Context: an optimization exercise on an open-source flow, tuned for small area and a short achievable clock period. The choices shown serve that exercise and are no tape-out recipe.
The RTL was checked by simulation tests, not by an equivalence proof against the original design.
Power is estimated from default activity; no workload was simulated.

Setup of run 1:
==> flow/design.v (excerpt) <==
module axi_top (
  input  logic                  aclk,
  input  logic                  rst_n,
  input  logic [REG_ADDR_W-1:0] s_axi_lite_awaddr,
  input  logic                  s_axi_lite_awvalid,
  output logic                  s_axi_lite_awready,
  input  logic [DATA_W-1:0]     s_axi_lite_wdata,
  input  logic [STRB_W-1:0]     s_axi_lite_wstrb,
  input  logic                  s_axi_lite_wvalid,
  output logic                  s_axi_lite_wready,
  output logic [1:0]            s_axi_lite_bresp,
  output logic                  s_axi_lite_bvalid,
  input  logic                  s_axi_lite_bready,
  input  logic [REG_ADDR_W-1:0] s_axi_lite_araddr,
  input  logic                  s_axi_lite_arvalid,
  output logic                  s_axi_lite_arready,
  output logic [DATA_W-1:0]     s_axi_lite_rdata,
  output logic [1:0]            s_axi_lite_rresp,
  output logic                  s_axi_lite_rvalid,
  input  logic                  s_axi_lite_rready,
  input  logic [DATA_W-1:0]     s_axi_stream_tdata,
  input  logic [STRB_W-1:0]     s_axi_stream_tstrb,
  input  logic                  s_axi_stream_tlast,
  input  logic                  s_axi_stream_tvalid,
  output logic                  s_axi_stream_tready,
  output logic [DATA_W-1:0]     m_axi_stream_tdata,
  output logic [STRB_W-1:0]     m_axi_stream_tstrb,
  output logic                  m_axi_stream_tlast,
  output logic                  m_axi_stream_tvalid,
  input  logic                  m_axi_stream_tready
);
For scale: roughly 2500 cells after synthesis, about 990 flip-flops, ~180 I/O pins.
==> flow/config.mk <==
export PLATFORM = sky130hd
export DESIGN_NAME = axi_top
export DESIGN_NICKNAME = axi_top
export VERILOG_FILES = /design/flow/design.v
export SDC_FILE = /design/flow/constraint.sdc
export NUM_CORES = 4
export LEC_CHECK = 0
export CAP_MARGIN = 20
export CORE_MARGIN = 2
export CORE_UTILIZATION = 55
export CTS_CLUSTER_DIAMETER = 100
export CTS_CLUSTER_SIZE = 25
export PLACE_DENSITY = 0.75
export SETUP_SLACK_MARGIN = 2.1
export SLEW_MARGIN = 20
export TNS_END_PERCENT = 10
==> flow/constraint.sdc <==
create_clock -name core_clock -period 4.2 [get_ports {aclk}]
set_input_delay 0.8400 -clock core_clock [delete_from_list [all_inputs] [get_ports {aclk}]]
set_output_delay 0.8400 -clock core_clock [all_outputs]
set_load 0.01 [all_outputs]
standard.sh (not shown) runs the stock make flow with config.mk's settings and CLKGATE_MAP_FILE= SYNTH_SCRIPT=/design/flow/synth_recipe.tcl, a recipe that flattens the netlist after the stock synthesis.
==> flow/flow/run.sh <==
#!/bin/bash
# Standard layout, with the port buffers made from plain buffers and the
# timing repair free to resize cells that have no footprint class
export BUFFER_PORTS_ARGS="-buffer_cell sky130_fd_sc_hd__buf_2"
bash standard.sh MATCH_CELL_FOOTPRINT=0 finish > standard_run.log 2>&1
Run 1 completed every stage of the flow, and the final layout passed the timing, design-rule and antenna checks.
The inputs of run 2 differ from those of run 1 as listed below.
# run 1
export LEC_CHECK = 0
export CAP_MARGIN = 20
export CORE_MARGIN = 2
export CORE_UTILIZATION = 55
export CTS_CLUSTER_DIAMETER = 100
export CTS_CLUSTER_SIZE = 25
export PLACE_DENSITY = 0.75
export SETUP_SLACK_MARGIN = 2.1
export SLEW_MARGIN = 20
export TNS_END_PERCENT = 10
create_clock -name core_clock -period 4.2 [get_ports {aclk}]
# run 2
export LEC_CHECK = 0
export CAP_MARGIN = 20
export CORE_MARGIN = 2
export CORE_UTILIZATION = 55
export CTS_CLUSTER_DIAMETER = 100
export CTS_CLUSTER_SIZE = 20
export SETUP_SLACK_MARGIN = 1.9
export SLEW_MARGIN = 20
create_clock -name core_clock -period 4.2 [get_ports {aclk}]
==> flow/flow/run.sh <==
#!/bin/bash
# Standard layout, with the port buffers made from plain buffers
export BUFFER_PORTS_ARGS="-buffer_cell sky130_fd_sc_hd__buf_2"
bash standard.sh > standard_run.log 2>&1
## What came out
Compared run 2 against run 1; sequential cell area within noise.
Diff run 1 -> run 2: cell internal power dissipation now larger, critical path data arrival time now larger, maximum clock rate now smaller, final instance area now larger, met2 routed wirelength now larger.
For run 3, these inputs were changed with respect to run 2:
# run 2
export LEC_CHECK = 0
export CAP_MARGIN = 20
export CORE_MARGIN = 2
export CORE_UTILIZATION = 55
export CTS_CLUSTER_DIAMETER = 100
export CTS_CLUSTER_SIZE = 20
export SETUP_SLACK_MARGIN = 1.9
export SLEW_MARGIN = 20
create_clock -name core_clock -period 4.2 [get_ports {aclk}]
# run 3
export LEC_CHECK = 0
export CAP_MARGIN = 20
export CORE_MARGIN = 2
export CORE_UTILIZATION = 55
export CTS_CLUSTER_DIAMETER = 100
export CTS_CLUSTER_SIZE = 25
export PLACE_DENSITY = 0.88
export SETUP_SLACK_MARGIN = 2.1
export SLEW_MARGIN = 20
export TNS_END_PERCENT = 10
create_clock -name core_clock -period 4.2 [get_ports {aclk}]
==> flow/flow/run.sh <==
#!/bin/bash
# Standard layout, with the port buffers made from plain buffers and the
# timing repair free to resize cells that have no footprint class
export BUFFER_PORTS_ARGS="-buffer_cell sky130_fd_sc_hd__buf_2"
bash standard.sh MATCH_CELL_FOOTPRINT=0 finish > standard_run.log 2>&1
==> comparison <==
Post-placement worst setup slack sits lower in run 3 than in run 2. Origin of the worst setup path: regs_inst.bank_q[1][27] -> run 3, buf_inst.level_q[2] -> run 2. Going from run 2 to run 3, the peak ir drop on the vdd network was found to have gone up by about 9%. Routed wire length on run 3 is ahead of run 2. For run 3, the slowest cell on the critical path was nor4_4, unlike run 2, where it was nor2_1. For design area, run 2 and run 3 come out practically identical. The core of run 3 is less densely filled than that of run 2. Run 3 closes out successfully: all stages finished, all timing, DRC and antenna checks passed.
Here is what was changed in the inputs of run 4 compared with run 3.
# run 3
export LEC_CHECK = 0
export CAP_MARGIN = 20
export CORE_MARGIN = 2
export CORE_UTILIZATION = 55
export CTS_CLUSTER_DIAMETER = 100
export CTS_CLUSTER_SIZE = 25
export PLACE_DENSITY = 0.88
export SETUP_SLACK_MARGIN = 2.1
export SLEW_MARGIN = 20
export TNS_END_PERCENT = 10
create_clock -name core_clock -period 4.2 [get_ports {aclk}]
# run 4
export LEC_CHECK = 0
export CAP_MARGIN = 20
export CORE_MARGIN = 2
export CORE_UTILIZATION = 55
export CTS_CLUSTER_DIAMETER = 100
export CTS_CLUSTER_SIZE = 20
export SETUP_SLACK_MARGIN = 2.1
export SLEW_MARGIN = 20
export TNS_END_PERCENT = 10
create_clock -name core_clock -period 4.2 [get_ports {aclk}]
==> flow/flow/run.sh <==
#!/bin/bash
# Standard layout, with the port buffers made from plain buffers
export BUFFER_PORTS_ARGS="-buffer_cell sky130_fd_sc_hd__buf_2"
bash standard.sh > standard_run.log 2>&1
## What came out
There was hardly any difference in reported sequential group power between run 4 and run 3.
Run 4 vs run 3, critical path endpoint: out_inst.tlast_q vs out_inst.ntlast_q
Per the comparison of run 4 with run 3, detailed placement HPWL up 8.0%; total power went up about 2.3%.
nor4_4 as the worst-path cell with the longest stage delay was reported by run 3, and dfrtp_1 by run 4.
Summary of the comparison: final worst setup slack is higher in run 4, relative to run 3.
Number of ordinary and repair buffers in the finished layout: run 4 vs run 3 up 39
Edits applied to the flow inputs when going from run 4 to run 5:
# run 4
export LEC_CHECK = 0
export CAP_MARGIN = 20
export CORE_MARGIN = 2
export CORE_UTILIZATION = 55
export CTS_CLUSTER_DIAMETER = 100
export CTS_CLUSTER_SIZE = 20
export SETUP_SLACK_MARGIN = 2.1
export SLEW_MARGIN = 20
export TNS_END_PERCENT = 10
create_clock -name core_clock -period 4.2 [get_ports {aclk}]
# run 5
export LEC_CHECK = 0
export CAP_MARGIN = 20
export CORE_MARGIN = 2
export CORE_UTILIZATION = 55
export CTS_CLUSTER_DIAMETER = 100
export CTS_CLUSTER_SIZE = 20
export SETUP_SLACK_MARGIN = 2.3
export SLEW_MARGIN = 20
export TNS_END_PERCENT = 10
create_clock -name core_clock -period 4.2 [get_ports {aclk}]
Notes after the runs:
Of run 4 and run 5, run 4 shows the lower slack of the critical path, with run 5 above it.
Final cell utilization of the core (higher): run 5
Diff run 5..run 4 | total routing resource utilization after global routing | negligible
On wire length of the first global-routing pass, run 5 does worse than run 4.

========
Starting RTL as in the previous note.
clock: 4.2 ns
lec_check: 0
cap_margin: 20
core_margin: 2
core_utilization: 55
cts_cluster_diameter: 100
cts_cluster_size: 25
place_density: 0.75
setup_slack_margin: 2.1
slew_margin: 20
tns_end_percent: 10
==> flow/flow/run.sh <==
#!/bin/bash
# Standard layout, with the port buffers made from plain buffers
export BUFFER_PORTS_ARGS="-buffer_cell sky130_fd_sc_hd__buf_2"
bash standard.sh > standard_run.log 2>&1
==> next run, changes <==
--- a/flow/config.mk
+++ b/flow/config.mk
@@ -7,3 +7,3 @@
 export LEC_CHECK = 0
-export CAP_MARGIN = 20
+export CAP_MARGIN = 0
 export CORE_MARGIN = 2
@@ -12,5 +12,4 @@
 export CTS_CLUSTER_SIZE = 25
-export PLACE_DENSITY = 0.75
 export SETUP_SLACK_MARGIN = 2.1
-export SLEW_MARGIN = 20
+export SLEW_MARGIN = 0
 export TNS_END_PERCENT = 10
Power is higher slightly; cell area is higher slightly; global-route usage is higher by 2.3 points; routed wire length is higher by a few percent; fmax is lower slightly; synthesized area does not change; worst hold slack gets worse by 0.097 ns.
==> next run, changes <==
--- a/flow/config.mk
+++ b/flow/config.mk
@@ -7,3 +7,3 @@
 export LEC_CHECK = 0
-export CAP_MARGIN = 0
+export CAP_MARGIN = 20
 export CORE_MARGIN = 2
@@ -13,3 +13,3 @@
 export SETUP_SLACK_MARGIN = 2.1
-export SLEW_MARGIN = 0
+export SLEW_MARGIN = 20
 export TNS_END_PERCENT = 10
=>
- combinational power is about the same
- wire length stays flat
- non-clock buffer count drops by 4
- final area barely changes
- power barely changes
- synthesized cell count stays the same
- clock skew barely changes
- area after synthesis stays the same
- utilization is about the same
- clock power stays flat
==> next run, changes <==
--- a/flow/config.mk
+++ b/flow/config.mk
@@ -12,2 +12,3 @@
 export CTS_CLUSTER_SIZE = 25
+export PLACE_DENSITY = 0.88
 export SETUP_SLACK_MARGIN = 2.1
The changed run finished clean; worst hold slack improved by 0.030 ns; maximum frequency is about the same; final cell count is lower by about 0.8%; worst setup slack barely changes; via count is higher by about 6%; clock skew is lower by 0.014 ns; clock power stays flat; count of clock-buffer cells in the layout is lower by 2; final area is lower by about 0.75%; sequential share of layout area is higher by 0.52 points.

[afterwards: timing with drivers on the ports]
Ports are ideal in the flow. The routed layouts listed here were re-timed in OpenROAD.
Step 1 (the two cells are an assumption about what drives the block):
set clk [get_ports {aclk}]
set_driving_cell -lib_cell sky130_fd_sc_hd__clkbuf_16 $clk
set_driving_cell -lib_cell sky130_fd_sc_hd__buf_2 [delete_from_list [all_inputs] $clk]
Step 2 times the ports against the registers' clock, not the clock port: input delays grow and output delays shrink by t, the midpoint of the rising clock arrivals with the driver on.
Three values: no drivers, after step 1, after step 2; two values: the first two.
run | t (ns) | setup WS [ns] | cell pins on the clock port's net
run 1 | 0.697 | 1.973 / 1.973 / 1.320 | 1
run 2 | 0.704 | 1.861 / 1.861 / 1.293 | 1
run 3 | 0.694 | 1.827 / 1.827 / 1.222 | 1
run 4 | 0.700 | 1.999 / 1.958 / 1.361 | 1
run 5 | 0.700 | 2.004 / 1.952 / 1.362 | 1
the first run of note 2 | 0.682 | 1.989 / 1.921 / 1.307 | 1
the second run of note 2 | 0.693 | 1.978 / 1.944 / 1.332 | 1
the third run of note 2 | 0.692 | 1.985 / 1.936 / 1.313 | 1
the fourth run of note 2 | 0.692 | 1.985 / 1.945 / 1.306 | 1
After both steps every run listed still meets setup and hold. The setup slack of the first run of note 2, which loses most, moves by -0.068 ns with the drivers and by -0.682 ns with both steps.
